From an optimization exercise on the open Yosys and OpenROAD flow, aimed at small area, a short achievable clock period and few clock cycles per item; shortcuts taken in it are not production practice. At most, simulation tests tie the RTL to the original design; equivalence was not proved. Power and IR drop assume default switching activity.

Design deq_top, start of the top module:
module deq_top (
	input  logic        clk,
	input  logic        arst_n,
	input  logic        cmd_valid,
	output logic        cmd_stall,
	input  logic [34:0] cmd_item,
	output logic        res_valid,
	input  logic        res_stall,
	output logic [39:0] res_item
);
==> flow/config.mk <==
export PLATFORM = sky130hd
export DESIGN_NAME = deq_top
export DESIGN_NICKNAME = deq_top
export VERILOG_FILES = /design/flow/design.v
export SDC_FILE = /design/flow/constraint.sdc
export NUM_CORES = 4
export LEC_CHECK = 0
export CAP_MARGIN = 20
export CORE_MARGIN = 2
export CORE_UTILIZATION = 40
export CTS_CLUSTER_DIAMETER = 150
export CTS_CLUSTER_SIZE = 30
export SETUP_SLACK_MARGIN = 2.2
export SLEW_MARGIN = 20
export TNS_END_PERCENT = 0
==> flow/constraint.sdc <==
create_clock -name core_clock -period 4.0 [get_ports {clk}]
set_input_delay 0.8000 -clock core_clock [delete_from_list [all_inputs] [get_ports {clk}]]
set_output_delay 0.8000 -clock core_clock [all_outputs]
set_load 0.01 [all_outputs]
run.sh (not shown) runs the stock make flow with config.mk's settings and CLKGATE_MAP_FILE= SYNTH_SCRIPT=/design/flow/synth_recipe.tcl, a recipe that flattens the netlist after the stock synthesis.
Next try:
CTS_CLUSTER_DIAMETER = 100   (was 150)
CTS_CLUSTER_SIZE = 20   (was 30)
The new run went through all stages and came out clean.
Hold slack improved by 16 ps.
Global-route usage grows by 0.33 points.
Total power went up by a few percent.
Synthesized cell count does not change.
No run of this note included a check of the RTL's function; only the layout flow was run.

---

deq_top, a different RTL version from the one above (not shown whole).
For scale: ~1,200 cells after synthesis, about 81 I/O pins.
make LEC_CHECK=0 CAP_MARGIN=20 CORE_MARGIN=2 CORE_UTILIZATION=65 SETUP_SLACK_MARGIN=2.0 SLEW_MARGIN=20 finish   # period 4.0 ns
The baseline completed without violations.
Rerun with:
- CORE_UTILIZATION: 65 -> 40
- TNS_END_PERCENT: unset -> 0
Worst setup slack is better by 0.016 ns.
Sequential cell count does not change.
Routed wire length came out lower by 17%.
Final area shrinks by 6.4%.
Sequential power went down by about 0.6%.
Die area climbs by 61%.
Power shrinks by 12%.
Function was not checked in any run of this note: the RTL went through the layout flow alone.

---

deq_top, a different RTL version from the one above (not shown whole).
For scale: about 1200 cells after synthesis, roughly 81 I/O pins, about 22000 sq um of cells after synthesis.
// deq_top
module deq_top (
	input  logic        clk,
	input  logic        arst_n,
	input  logic        cmd_valid,
	output logic        cmd_stall,
	input  logic [34:0] cmd_item,
	output logic        res_valid,
	input  logic        res_stall,
	output logic [39:0] res_item
);
export LEC_CHECK = 0
export CAP_MARGIN = 20
export CORE_MARGIN = 2
export CORE_UTILIZATION = 40
export CTS_CLUSTER_DIAMETER = 100
export CTS_CLUSTER_SIZE = 20
export SETUP_SLACK_MARGIN = 1.9
export SLEW_MARGIN = 20
create_clock -name core_clock -period 4.0 [get_ports {clk}]
Testbench counts at the start, summed over its fixed seeds: cycles 38,109, items 24,000.
Rerun with:
SETUP_SLACK_MARGIN = 2.0   (was 1.9)
After rerunning:
- worst hold slack got worse by 5.2 ps
- flip-flop and latch count stays the same
- final area is about the same
- final cell count shrinks by 0.40%
Rerun with:
SETUP_SLACK_MARGIN = 2.1   (was 2.0)
Result:
- critical path depth rises by 1
- power rises by 4.2%
- final area is higher by 2.4%
- routed wire length increases by 5.1%
- count of clock-buffer cells in the layout went down by 2
- global-route usage increases by 0.69 points
- area after synthesis does not change
Rerun with:
SETUP_SLACK_MARGIN = 2.2   (was 2.1)
TNS_END_PERCENT = 0   (was default)
After rerunning:
- clock skew is about the same
- final cell count decreases by 1.2%
- die area does not change
- utilization decreases by 0.94 points
- non-clock buffer count decreases by 22
- worst setup slack got worse by 6.3 ps
- combinational power decreases by 8.1%
- routed wire length decreases by 0.51%

---

deq_top, a different RTL version from the one above (not shown whole).
Size in the first run: roughly 1200 cells after synthesis, roughly 590 flip-flops, about 81 I/O pins, roughly 22000 µm² of cells after synthesis.
make LEC_CHECK=0 CAP_MARGIN=20 CORE_MARGIN=2 CORE_UTILIZATION=40 CTS_CLUSTER_DIAMETER=120 CTS_CLUSTER_SIZE=25 SETUP_SLACK_MARGIN=2.0 SLEW_MARGIN=20 finish   # period 4.0 ns
Testbench counts at the start, summed over its fixed seeds: cycles 38,109, items 24,000.
Then changed:
CTS_CLUSTER_DIAMETER = 100   (was 120)
CTS_CLUSTER_SIZE = 20   (was 25)
SETUP_SLACK_MARGIN = 2.2   (was 2.0)
TNS_END_PERCENT = 0   (was unset)
Result: Core utilization went up by 0.21 points; synthesized cell count does not change; worst setup slack gets worse by 29 ps; via count is about the same; total power goes up by 0.92%; wire length climbs by 1.3%; critical path depth rises by 3.
Then changed:
SETUP_SLACK_MARGIN = 2.0   (was 2.2)
TNS_END_PERCENT = unset   (was 0)
After rerunning:
- The changed run passed the timing, design-rule and antenna checks
- clock power grows by about 2%
- global-route usage fell by 0.27 points
- first-iteration DRC count decreases by 24%
- combinational power came out higher by about 3%
- via count hardly moves
- synthesized area does not change
- critical path depth shrinks by 3
- clock skew shrinks by 7.6 ps
- maximum frequency went up by 2.9%
Then changed:
PLACE_DENSITY = 0.7   (was unset)
Sequential share of layout area went down by 0.70 points.
Clock-buffer cell count came out higher by 2.
First-iteration DRC count climbs by 26%.
Via count goes up by 1.3%.
Non-clock buffer count grows by 12.
Total power rose by 1.6%.
Then changed:
PLACE_DENSITY = unset   (was 0.7)
TNS_END_PERCENT = 0   (was unset)
What happened: Hold slack degrades by 3.5 ps; setup slack degrades by 200 ps; combinational power falls by 8.6%; non-clock buffer count falls by 19.
Then changed:
CORE_UTILIZATION = 45   (was 40)
TNS_END_PERCENT = unset   (was 0)
Cell area climbs by 1.5%.
Wire length climbs by 3.0%.
Via count climbs by 1.0%.
Register-to-register slack improved by 150 ps.

---

Setup of v18:
deq_top with an RTL version that a note above also has.
Size: roughly 600 flip-flops, roughly 22000 sq um of cells after synthesis.
Settings: LEC_CHECK=0, CAP_MARGIN=20, CORE_MARGIN=2, CORE_UTILIZATION=40, CTS_CLUSTER_DIAMETER=100, CTS_CLUSTER_SIZE=20, SETUP_SLACK_MARGIN=2.2, SLEW_MARGIN=20, TNS_END_PERCENT=0; clock period 4.0 ns.
standard.sh (not shown) runs the stock make flow with config.mk's settings and CLKGATE_MAP_FILE= SYNTH_SCRIPT=/design/flow/synth_recipe.tcl, a recipe that flattens the netlist after the stock synthesis.
==> flow/flow/run.sh <==
#!/bin/bash
# The standard layout (standard.sh, all steps), except that the port buffers
# that global placement adds are buf_2 cells; left to itself, buffer_ports
# picks delay cells (clkdlybuf4s50_1) for them.
set -o pipefail
export BUFFER_PORTS_ARGS="-buffer_cell sky130_fd_sc_hd__buf_2"
bash standard.sh > standard.log 2>&1
## Diff of input files: v26 against v18
- changing CTS_CLUSTER_DIAMETER from 100 to 120
- changing CTS_CLUSTER_SIZE from 20 to 25
==> flow/run.sh (new file) <==
#!/bin/bash
# synth_recipe.tcl (not shown) runs the flow's synth.tcl, then flattens the netlist and writes it again
# the make line also repeats each setting of config.mk as NAME=value (left out here)
make -C /OpenROAD-flow-scripts/flow DESIGN_CONFIG=/design/flow/config.mk WORK_HOME=/design/flow/orfs CLKGATE_MAP_FILE= SYNTH_SCRIPT=/design/flow/synth_recipe.tcl finish
removed: flow/flow/run.sh
removed: flow/standard.sh
==> comparison <==
- ~same final area in v26 and v18
- Fmax across v26 and v18: no real change.
- Changes observed in v26 relative to v18: number of cell instances on the worst register-to-register path rose 2; multi-input combinational cell area fell 0.37%; worst vdd rail ir drop picked up an extra 5.2%.
No run of this note included a check of the RTL's function; only the layout flow was run.

---

beta:
The RTL this note starts from:
==> flow/design.v <==
package deq_pkg;
	localparam logic [2:0] CMD_PUSH_BACK  = 3'd0;
	localparam logic [2:0] CMD_PUSH_FRONT = 3'd1;
	localparam logic [2:0] CMD_POP_FRONT  = 3'd2;
	localparam logic [2:0] CMD_POP_BACK   = 3'd3;
	localparam logic [2:0] CMD_DUMP       = 3'd4;
	localparam logic [1:0] STAT_OK    = 2'd0;
	localparam logic [1:0] STAT_FULL  = 2'd1;
	localparam logic [1:0] STAT_EMPTY = 2'd2;
	localparam int VALUE_W = 32;
	typedef logic [4:0] fill_t;
	typedef struct packed {
		logic [2:0]                cmd;
		logic signed [VALUE_W-1:0] item_value;
	} in_item_t;
	typedef struct packed {
		logic signed [VALUE_W-1:0] out_value;
		logic [1:0]                status;
		logic                      last_of_run;
		fill_t                     fill_count;
	} out_item_t;
endpackage
module deq_ram #(
	parameter int WIDTH = 32,
	parameter int DEPTH = 16
) (
	input  logic             clk,
	input  logic [DEPTH-1:0] we,
	input  logic [WIDTH-1:0] wdata,
	input  logic [DEPTH-1:0] rsel,
	output logic [WIDTH-1:0] rdata
);
	logic [WIDTH-1:0] mem_q [DEPTH];
	always_ff @(posedge clk) begin
		for (int i = 0; i < DEPTH; i++) begin
			if (we[i]) begin
				mem_q[i] <= wdata;
			end
		end
	end
	always_comb begin
		rdata = '0;
		for (int i = 0; i < DEPTH; i++) begin
			rdata = rdata | (mem_q[i] & {WIDTH{rsel[i]}});
		end
	end
endmodule
module deq_ctrl #(
	parameter int DEPTH = 16
) (
	input  logic                        clk,
	input  logic                        arst_n,
	input  logic                        cmd_valid,
	output logic                        cmd_stall,
	input  deq_pkg::in_item_t           cmd_item,
	output logic                        res_valid,
	input  logic                        res_stall,
	output deq_pkg::out_item_t          res_item,
	output logic [DEPTH-1:0]            ram_we,
	output logic [DEPTH-1:0]            ram_rsel,
	input  logic [deq_pkg::VALUE_W-1:0] ram_rdata
);
	logic [3:0]       front_q, back_q;
	logic [3:0]       front_m1_q, back_m1_q;    
	logic [4:0]       cnt_q;
	logic             empty_q, full_q;
	logic             s1_v, s1_v_d;
	logic [DEPTH-1:0] s1_rsel;
	logic [1:0]       s1_status;
	logic             s1_last, s1_last_d;
	logic [3:0]       s1_left;
	logic                        o_v, o_v_d;
	logic [deq_pkg::VALUE_W-1:0] o_val;
	logic [1:0]                  o_status;
	logic                        o_last;
	logic [4:0]                  o_fill;
	logic             hold_q, pend_q;
	logic             blocked, s1_adv, accept;
	logic             is_pushb, is_pushf, is_popf, is_popb, is_dump, is_used;
	logic [DEPTH-1:0] oh_front, oh_front_m1, oh_back, oh_back_m1;
	always_comb begin
		for (int i = 0; i < DEPTH; i++) begin
			oh_front[i]    = (front_q == i[3:0]);
			oh_front_m1[i] = (front_m1_q == i[3:0]);
			oh_back[i]     = (back_q == i[3:0]);
			oh_back_m1[i]  = (back_m1_q == i[3:0]);
		end
	end
	assign is_pushb = (cmd_item.cmd == deq_pkg::CMD_PUSH_BACK);
	assign is_pushf = (cmd_item.cmd == deq_pkg::CMD_PUSH_FRONT);
	assign is_popf  = (cmd_item.cmd == deq_pkg::CMD_POP_FRONT);
	assign is_popb  = (cmd_item.cmd == deq_pkg::CMD_POP_BACK);
	assign is_dump  = (cmd_item.cmd == deq_pkg::CMD_DUMP);
	assign is_used  = is_pushb || is_pushf || is_popf || is_popb || is_dump;
	assign blocked   = pend_q && res_stall;
	assign s1_adv    = s1_v && !blocked;
	assign cmd_stall = hold_q || blocked;
	assign accept    = cmd_valid && !cmd_stall;
	assign ram_we   = (oh_back | oh_front_m1) & {DEPTH{!full_q && !blocked}};
	assign ram_rsel = s1_rsel;
	assign res_valid            = o_v;
	assign res_item.out_value   = o_val;
	assign res_item.status      = o_status;
	assign res_item.last_of_run = o_last;
	assign res_item.fill_count  = o_fill;
	always_comb begin
		o_v_d     = s1_v || (o_v && res_stall);
		s1_v_d    = s1_v;
		s1_last_d = s1_last;
		if (accept) begin
			s1_v_d    = is_used;
			s1_last_d = !(is_dump && !empty_q && cnt_q != 5'd1);
		end else if (s1_adv) begin
			s1_v_d    = !s1_last;
			s1_last_d = (s1_left == 4'd1);
		end
	end
	always_ff @(posedge clk or negedge arst_n) begin
		if (!arst_n) begin
			front_q    <= '0;
			back_q     <= '0;
			front_m1_q <= 4'd15;
			back_m1_q  <= 4'd15;
			cnt_q      <= '0;
			empty_q    <= 1'b1;
			full_q     <= 1'b0;
			s1_v       <= 1'b0;
			o_v        <= 1'b0;
			hold_q     <= 1'b0;
			pend_q     <= 1'b0;
		end else begin
			s1_v   <= s1_v_d;
			o_v    <= o_v_d;
			hold_q <= s1_v_d && !s1_last_d;
			pend_q <= s1_v_d && o_v_d;
			if (accept) begin
				if (is_pushb && !full_q) begin
					back_q    <= back_q + 4'd1;
					back_m1_q <= back_q;
				end
				if (is_pushf && !full_q) begin
					front_q    <= front_m1_q;
					front_m1_q <= front_m1_q - 4'd1;
				end
				if (is_popf && !empty_q) begin
					front_q    <= front_q + 4'd1;
					front_m1_q <= front_q;
				end
				if (is_popb && !empty_q) begin
					back_q    <= back_m1_q;
					back_m1_q <= back_m1_q - 4'd1;
				end
				if ((is_pushb || is_pushf) && !full_q) begin
					cnt_q   <= cnt_q + 5'd1;
					empty_q <= 1'b0;
					full_q  <= (cnt_q == 5'd15);
				end
				if ((is_popf || is_popb) && !empty_q) begin
					cnt_q   <= cnt_q - 5'd1;
					empty_q <= (cnt_q == 5'd1);
					full_q  <= 1'b0;
				end
			end
		end
	end
	always_ff @(posedge clk) begin
		s1_last <= s1_last_d;
		if (accept) begin
			s1_rsel   <= '0;
			s1_status <= deq_pkg::STAT_OK;
			s1_left   <= cnt_q[3:0] - 4'd1;
			if ((is_pushb || is_pushf) && full_q) s1_status <= deq_pkg::STAT_FULL;
			if ((is_popf || is_popb || is_dump) && empty_q) s1_status <= deq_pkg::STAT_EMPTY;
			if ((is_popf || is_dump) && !empty_q) s1_rsel <= oh_front;
			if (is_popb && !empty_q) s1_rsel <= oh_back_m1;
		end else if (s1_adv) begin
			s1_rsel <= {s1_rsel[DEPTH-2:0], s1_rsel[DEPTH-1]};
			s1_left <= s1_left - 4'd1;
		end
	end
	always_ff @(posedge clk) begin
		if (s1_adv) begin
			o_val    <= ram_rdata;
			o_status <= s1_status;
			o_last   <= s1_last;
			o_fill   <= cnt_q;
		end
	end
endmodule
module double_ended_queue_core #(
	parameter int DEPTH = 16
) (
	input  logic               clk,
	input  logic               arst_n,
	input  logic               cmd_valid,
	output logic               cmd_stall,
	input  deq_pkg::in_item_t  cmd_item,
	output logic               res_valid,
	input  logic               res_stall,
	output deq_pkg::out_item_t res_item
);
	logic [DEPTH-1:0]            ram_we;
	logic [DEPTH-1:0]            ram_rsel;
	logic [deq_pkg::VALUE_W-1:0] ram_rdata;
	deq_ctrl #(
		.DEPTH (DEPTH)
	) u_ctrl (
		.clk       (clk),
		.arst_n    (arst_n),
		.cmd_valid (cmd_valid),
		.cmd_stall (cmd_stall),
		.cmd_item  (cmd_item),
		.res_valid (res_valid),
		.res_stall (res_stall),
		.res_item  (res_item),
		.ram_we    (ram_we),
		.ram_rsel  (ram_rsel),
		.ram_rdata (ram_rdata)
	);
	deq_ram #(
		.WIDTH (deq_pkg::VALUE_W),
		.DEPTH (DEPTH)
	) u_ram (
		.clk   (clk),
		.we    (ram_we),
		.wdata (cmd_item.item_value),
		.rsel  (ram_rsel),
		.rdata (ram_rdata)
	);
endmodule
module deq_top (
	input  logic        clk,
	input  logic        arst_n,
	input  logic        cmd_valid,
	output logic        cmd_stall,
	input  logic [34:0] cmd_item,
	output logic        res_valid,
	input  logic        res_stall,
	output logic [39:0] res_item
);
	deq_pkg::in_item_t  cmd_s;
	deq_pkg::out_item_t res_s;
	assign cmd_s    = cmd_item;
	assign res_item = res_s;
	double_ended_queue_core #(
		.DEPTH (16)
	) u_core (
		.clk       (clk),
		.arst_n    (arst_n),
		.cmd_valid (cmd_valid),
		.cmd_stall (cmd_stall),
		.cmd_item  (cmd_s),
		.res_valid (res_valid),
		.res_stall (res_stall),
		.res_item  (res_s)
	);
endmodule
clock: 4.0 ns
lec_check: 0
cap_margin: 20
core_margin: 2
core_utilization: 40
setup_slack_margin: 2.0
slew_margin: 20
tns_end_percent: 0
run.sh (not shown) runs the stock make flow with config.mk's settings and CLKGATE_MAP_FILE= SYNTH_SCRIPT=/design/flow/synth_recipe.tcl, a recipe that flattens the netlist after the stock synthesis.
Stock flow here: none of the scripts above is used.
### beta -> delta
--- a/flow/config.mk
+++ b/flow/config.mk
@@ -11,3 +11,2 @@
 export SETUP_SLACK_MARGIN = 2.0
 export SLEW_MARGIN = 20
-export TNS_END_PERCENT = 0
==> comparison <==
delta -> beta: core footprint delta 0, exact match
From delta to beta, sequential cell count did not move at all.
Total power: delta above beta
delta closes out successfully: all stages finished, all timing, DRC and antenna checks passed.
No run of this note included a check of the RTL's function; only the layout flow was run.

separate check: timing with driven ports:
Ports are ideal in the flow. The routed layouts listed here were re-timed in OpenROAD. Step 1: set_driving_cell puts a clkbuf_16 on clk and a buf_2 on each other input, an assumption about the parent block. Step 2 also shifts input and output timing later by t, the mid clock arrival at the registers, as if the neighbouring blocks saw the same clock. Three values: ideal, step 1, step 2; two values: the first two.
run | t (ns) | slack for setup (ns) | hold slack, ns | worst data-port slew with drivers (ns)
the first run of note 1 | 0.641 | 1.871 / 1.814 / 1.290 | 0.461 / 0.461 / 0.461 | 0.09
the second run of note 1 | 0.617 | 1.873 / 1.831 / 1.410 | 0.477 / 0.477 / 0.477 | 0.09
the first run of note 2 | 0.650 | 1.669 / 1.669 / 1.468 | 0.426 / 0.426 / 0.426 | 0.08
the second run of note 2 | 0.663 | 1.685 / 1.685 / 1.292 | 0.419 / 0.419 / 0.419 | 0.09
the first run of note 3 | 0.615 | 1.844 / 1.789 / 1.407 | 0.433 / 0.433 / 0.433 | 0.11
the second run of note 3 | 0.617 | 1.909 / 1.855 / 1.589 | 0.428 / 0.428 / 0.428 | 0.08
the third run of note 3 | 0.629 | 1.909 / 1.856 / 1.646 | 0.417 / 0.417 / 0.417 | 0.08
the fourth run of note 3 | 0.617 | 1.902 / 1.848 / 1.395 | 0.190 / 0.159 / 0.423 | 0.08
the first run of note 4 | 0.646 | 1.874 / 1.815 / 1.496 | 0.432 / 0.432 / 0.432 | 0.08
the second run of note 4 | 0.629 | 1.845 / 1.826 / 1.244 | 0.433 / 0.433 / 0.433 | 0.07
the third run of note 4 | 0.628 | 1.906 / 1.845 / 1.483 | 0.429 / 0.429 / 0.429 | 0.08
the fourth run of note 4 | 0.603 | 1.914 / 1.887 / 1.487 | 0.431 / 0.431 / 0.431 | 0.09
the fifth run of note 4 | 0.627 | 1.716 / 1.664 / 1.255 | 0.427 / 0.427 / 0.427 | 0.07
the sixth run of note 4 | 0.631 | 1.894 / 1.836 / 1.495 | 0.425 / 0.425 / 0.425 | 0.06
v18 | 0.631 | 1.850 / 1.845 / 1.255 | 0.259 / 0.223 / 0.463 | 0.09
v26 | 0.643 | 1.851 / 1.797 / 1.270 | 0.459 / 0.459 / 0.459 | 0.09
beta | 0.676 | 1.819 / 1.793 / 1.350 | 0.174 / 0.135 / 0.454 | 0.09
delta | 0.665 | 1.848 / 1.793 / 1.428 | 0.180 / 0.144 / 0.496 | 0.09
After both steps setup and hold are still met in every run listed. For the second run of note 4, which loses most, drivers alone change the setup slack by -0.019 ns; drivers and shift together by -0.601 ns.
